Source: an optimization exercise on an open RTL-to-GDS flow (aim: small area, a short achievable clock period and few clock cycles per item). Production flows keep margins and buffers that such runs may drop.
In this exercise RTL edits were held to simulation tests only and were not proved equivalent to the original.

## nn_top
module nn_top (
    input  logic        clk,
    input  logic        rst_n,
    input  logic        in_valid_d,
    input  logic        in_valid_w1,
    input  logic        in_valid_w2,
    input  logic [15:0] data_point,
    input  logic [15:0] weight1,
    input  logic [15:0] weight2,
    output logic        out_valid,
    output logic [15:0] out
);
Size: roughly 3,100 cells after synthesis, roughly 540 flip-flops, ~35,000 µm² of cells after synthesis.
==> flow/config.mk <==
export PLATFORM = sky130hd
export DESIGN_NAME = nn_top
export DESIGN_NICKNAME = nn_top
export VERILOG_FILES = /design/flow/design.v
export SDC_FILE = /design/flow/constraint.sdc
export NUM_CORES = 4
export LEC_CHECK = 0
export ABC_AREA = 0
export ABC_CLOCK_PERIOD_IN_PS = 4000
export CAP_MARGIN = 20
export CORE_MARGIN = 2
export CORE_UTILIZATION = 40
export CTS_CLUSTER_DIAMETER = 100
export CTS_CLUSTER_SIZE = 30
export SETUP_SLACK_MARGIN = 5
export SLEW_MARGIN = 20
==> flow/constraint.sdc <==
create_clock -name core_clock -period 12.0 [get_ports {clk}]
set_input_delay 2.4000 -clock core_clock [delete_from_list [all_inputs] [get_ports {clk}]]
set_output_delay 2.4000 -clock core_clock [all_outputs]
set_load 0.01 [all_outputs]
standard.sh (not shown) runs the stock make flow with config.mk's settings and CLKGATE_MAP_FILE= SYNTH_SCRIPT=/design/flow/synth_recipe.tcl, a recipe that flattens the netlist after the stock synthesis.
==> flow/flow/run.sh <==
#!/bin/bash
set -euo pipefail
MARGIN=${MARGIN:-8.5}
TNS=${TNS:-20}
PORTBUF=${PORTBUF:-sky130_fd_sc_hd__buf_2}
# The standard synthesis, unchanged
bash standard.sh synth > synth.log 2>&1
# The rest of the standard flow with the wider repair margin
sed -e "s/SETUP_SLACK_MARGIN=[-0-9.]*/SETUP_SLACK_MARGIN=$MARGIN TNS_END_PERCENT=$TNS BUFFER_PORTS_ARGS='-buffer_cell $PORTBUF'/" standard.sh > layout.sh
grep -q "SETUP_SLACK_MARGIN=$MARGIN" layout.sh
bash layout.sh finish > layout.log 2>&1
The first run finished with timing, DRC and antenna clean.
Testbench counts at the start, summed over its fixed seeds: cycles 12,808, items 1,600.
Edit:
--- a/flow/flow/run.sh
+++ b/flow/flow/run.sh
@@ -2,4 +2,4 @@
 set -euo pipefail
-MARGIN=${MARGIN:-8.5}
-TNS=${TNS:-20}
+MARGIN=${MARGIN:-8.6}
+TNS=${TNS:-100}
 PORTBUF=${PORTBUF:-sky130_fd_sc_hd__buf_2}
CTS_CLUSTER_DIAMETER = 80   (was 100)
CTS_CLUSTER_SIZE = 24   (was 30)
After rerunning:
- fmax rose by about 1%
- non-clock buffer count rose by 14
- clock skew fell by 0.0083 ns
- synthesized area does not change
- sequential cell count is unchanged
- hold slack stays flat
Edit:
--- a/flow/flow/run.sh
+++ b/flow/flow/run.sh
@@ -2,4 +2,4 @@
 set -euo pipefail
-MARGIN=${MARGIN:-8.6}
-TNS=${TNS:-100}
+MARGIN=${MARGIN:-8.5}
+TNS=${TNS:-20}
 PORTBUF=${PORTBUF:-sky130_fd_sc_hd__buf_2}
What happened: The changed run finished with timing, DRC and antenna clean. Worst setup slack loses 0.046 ns. Global-route usage is about the same. Die area does not change. Wire length went down by 0.55%. Non-clock buffer count went down by 14. Cell area went down by 0.68%. Final cell count went down by 0.33%. Clock-buffer cell count went down by 3. Utilization went down by 0.29 points. Maximum frequency went down by 1.3%.
Edit:
CTS_CLUSTER_DIAMETER = not set   (was 80)
CTS_CLUSTER_SIZE = not set   (was 24)
Outcome:
- core utilization goes up by 1.0 points
- via count goes up by 0.87%
- first-iteration DRC count is about the same
Edit:
--- a/flow/flow/run.sh
+++ b/flow/flow/run.sh
@@ -2,3 +2,3 @@
 set -euo pipefail
-MARGIN=${MARGIN:-8.5}
+MARGIN=${MARGIN:-8.4}
 TNS=${TNS:-20}
CORE_UTILIZATION = 55   (was 40)
CTS_CLUSTER_DIAMETER = 80   (was not set)
CTS_CLUSTER_SIZE = 24   (was not set)
PLACE_DENSITY = 0.7   (was not set)
- worst hold slack gets better by 0.0069 ns
- sequential share of layout area came out higher by 1.3 points
- via count came out higher by 2.0%
- final area came out lower by 3.7%
- wire length came out lower by 3.5%
- clock skew came out higher by 0.016 ns
- register-to-register slack gets worse by 0.12 ns
- core utilization came out higher by 15 points


main:
nn_top again, from the RTL that the note above started with.
==> flow/config.mk <==
export PLATFORM = sky130hd
export DESIGN_NAME = nn_top
export DESIGN_NICKNAME = nn_top
export VERILOG_FILES = /design/flow/design.v
export SDC_FILE = /design/flow/constraint.sdc
export NUM_CORES = 4
export LEC_CHECK = 0
export ABC_AREA = 0
export ABC_CLOCK_PERIOD_IN_PS = 4000
export CAP_MARGIN = 20
export CORE_MARGIN = 2
export CORE_UTILIZATION = 40
export CTS_CLUSTER_DIAMETER = 80
export CTS_CLUSTER_SIZE = 24
export SETUP_SLACK_MARGIN = 5
export SLEW_MARGIN = 20
==> flow/constraint.sdc <==
create_clock -name core_clock -period 12.0 [get_ports {clk}]
set_input_delay 2.4000 -clock core_clock [delete_from_list [all_inputs] [get_ports {clk}]]
set_output_delay 2.4000 -clock core_clock [all_outputs]
set_load 0.01 [all_outputs]
==> flow/flow/run.sh <==
#!/bin/bash
set -euo pipefail
MARGIN=${MARGIN:-8.4}
TNS=${TNS:-20}
PORTBUF=${PORTBUF:-sky130_fd_sc_hd__buf_2}
MATCH=${MATCH:-0}
# The standard synthesis, unchanged
bash standard.sh synth > synth.log 2>&1
# The rest of the standard flow with the wider repair margin
sed -e "s/SETUP_SLACK_MARGIN=[-0-9.]*/SETUP_SLACK_MARGIN=$MARGIN TNS_END_PERCENT=$TNS BUFFER_PORTS_ARGS='-buffer_cell $PORTBUF' MATCH_CELL_FOOTPRINT=$MATCH/" standard.sh > layout.sh
grep -q "SETUP_SLACK_MARGIN=$MARGIN" layout.sh
bash layout.sh finish > layout.log 2>&1
main finished end to end and its layout was clean on timing, DRC and antenna.
Testbench counts of main, summed over its fixed seeds: cycles 12,808, items 1,600.
## Diff of input files: the feature branch against main
- clearing ABC_CLOCK_PERIOD_IN_PS, which used to be 4000
- swapping 0 for 1 in ABC_AREA
--- a/flow/flow/run.sh
+++ b/flow/flow/run.sh
@@ -6 +5,0 @@
-MATCH=${MATCH:-0}
@@ -10 +9 @@
-sed -e "s/SETUP_SLACK_MARGIN=[-0-9.]*/SETUP_SLACK_MARGIN=$MARGIN TNS_END_PERCENT=$TNS BUFFER_PORTS_ARGS='-buffer_cell $PORTBUF' MATCH_CELL_FOOTPRINT=$MATCH/" standard.sh > layout.sh
+sed -e "s/SETUP_SLACK_MARGIN=[-0-9.]*/SETUP_SLACK_MARGIN=$MARGIN TNS_END_PERCENT=$TNS BUFFER_PORTS_ARGS='-buffer_cell $PORTBUF'/" standard.sh > layout.sh
Results
fa_1 as the master of the slowest instance on the critical path was reported by main, and buf_8 by the feature branch.
Wire length on met1 went up by more than 10% going from main to the feature branch.
For the synthesized area, the feature branch came in 0.0016 mm² higher than main did.
Note that the routed wire length recorded for the feature branch amounts to 1.14 times the value seen in main.
In the reports for the feature branch and main, the larger final area belongs to the feature branch.
Going from main to the feature branch, layout-stage area growth over the synthesis result increased by 0.26 points relative to the old numbers; utilization rose 0.26 points; number of multi-input combinational cells increased about 20%; final setup skew rose 0.019 ns.

[separate check: timing with driven ports]
Ports are ideal in the flow. The routed layouts listed here were re-timed in OpenROAD. Step 1: set_driving_cell puts a clkbuf_16 on clk and a buf_2 on each other input, an assumption about the parent block. Step 2, shift: input delay + t, output delay - t, t = (earliest + latest rising clock arrival at the registers) / 2. This alone moves slack from input paths to output paths. Three values: no drivers, after step 1, after step 2; two values: the first two.
run	shift t [ns]	setup slack, ns	worst setup path after step 2	worst data-port slew with drivers (ns)
the first run of note 1	0.664	8.406 / 8.406 / 8.003	input to register	0.04
the second run of note 1	0.693	8.443 / 8.392 / 8.028	input to register	0.06
the third run of note 1	0.696	8.398 / 8.398 / 7.933	input to register	0.04
the fourth run of note 1	0.691	8.452 / 8.417 / 7.835	input to register	0.04
the fifth run of note 1	0.684	8.334 / 8.334 / 7.734	input to register	0.04
main	0.698	8.406 / 8.383 / 7.850	input to register	0.04
the feature branch	0.659	8.367 / 8.405 / 7.745	input to register	0.04
After both steps every run listed still meets setup and hold. For the feature branch, which loses most, drivers alone change the setup slack by +0.038 ns; drivers and shift together by -0.622 ns.
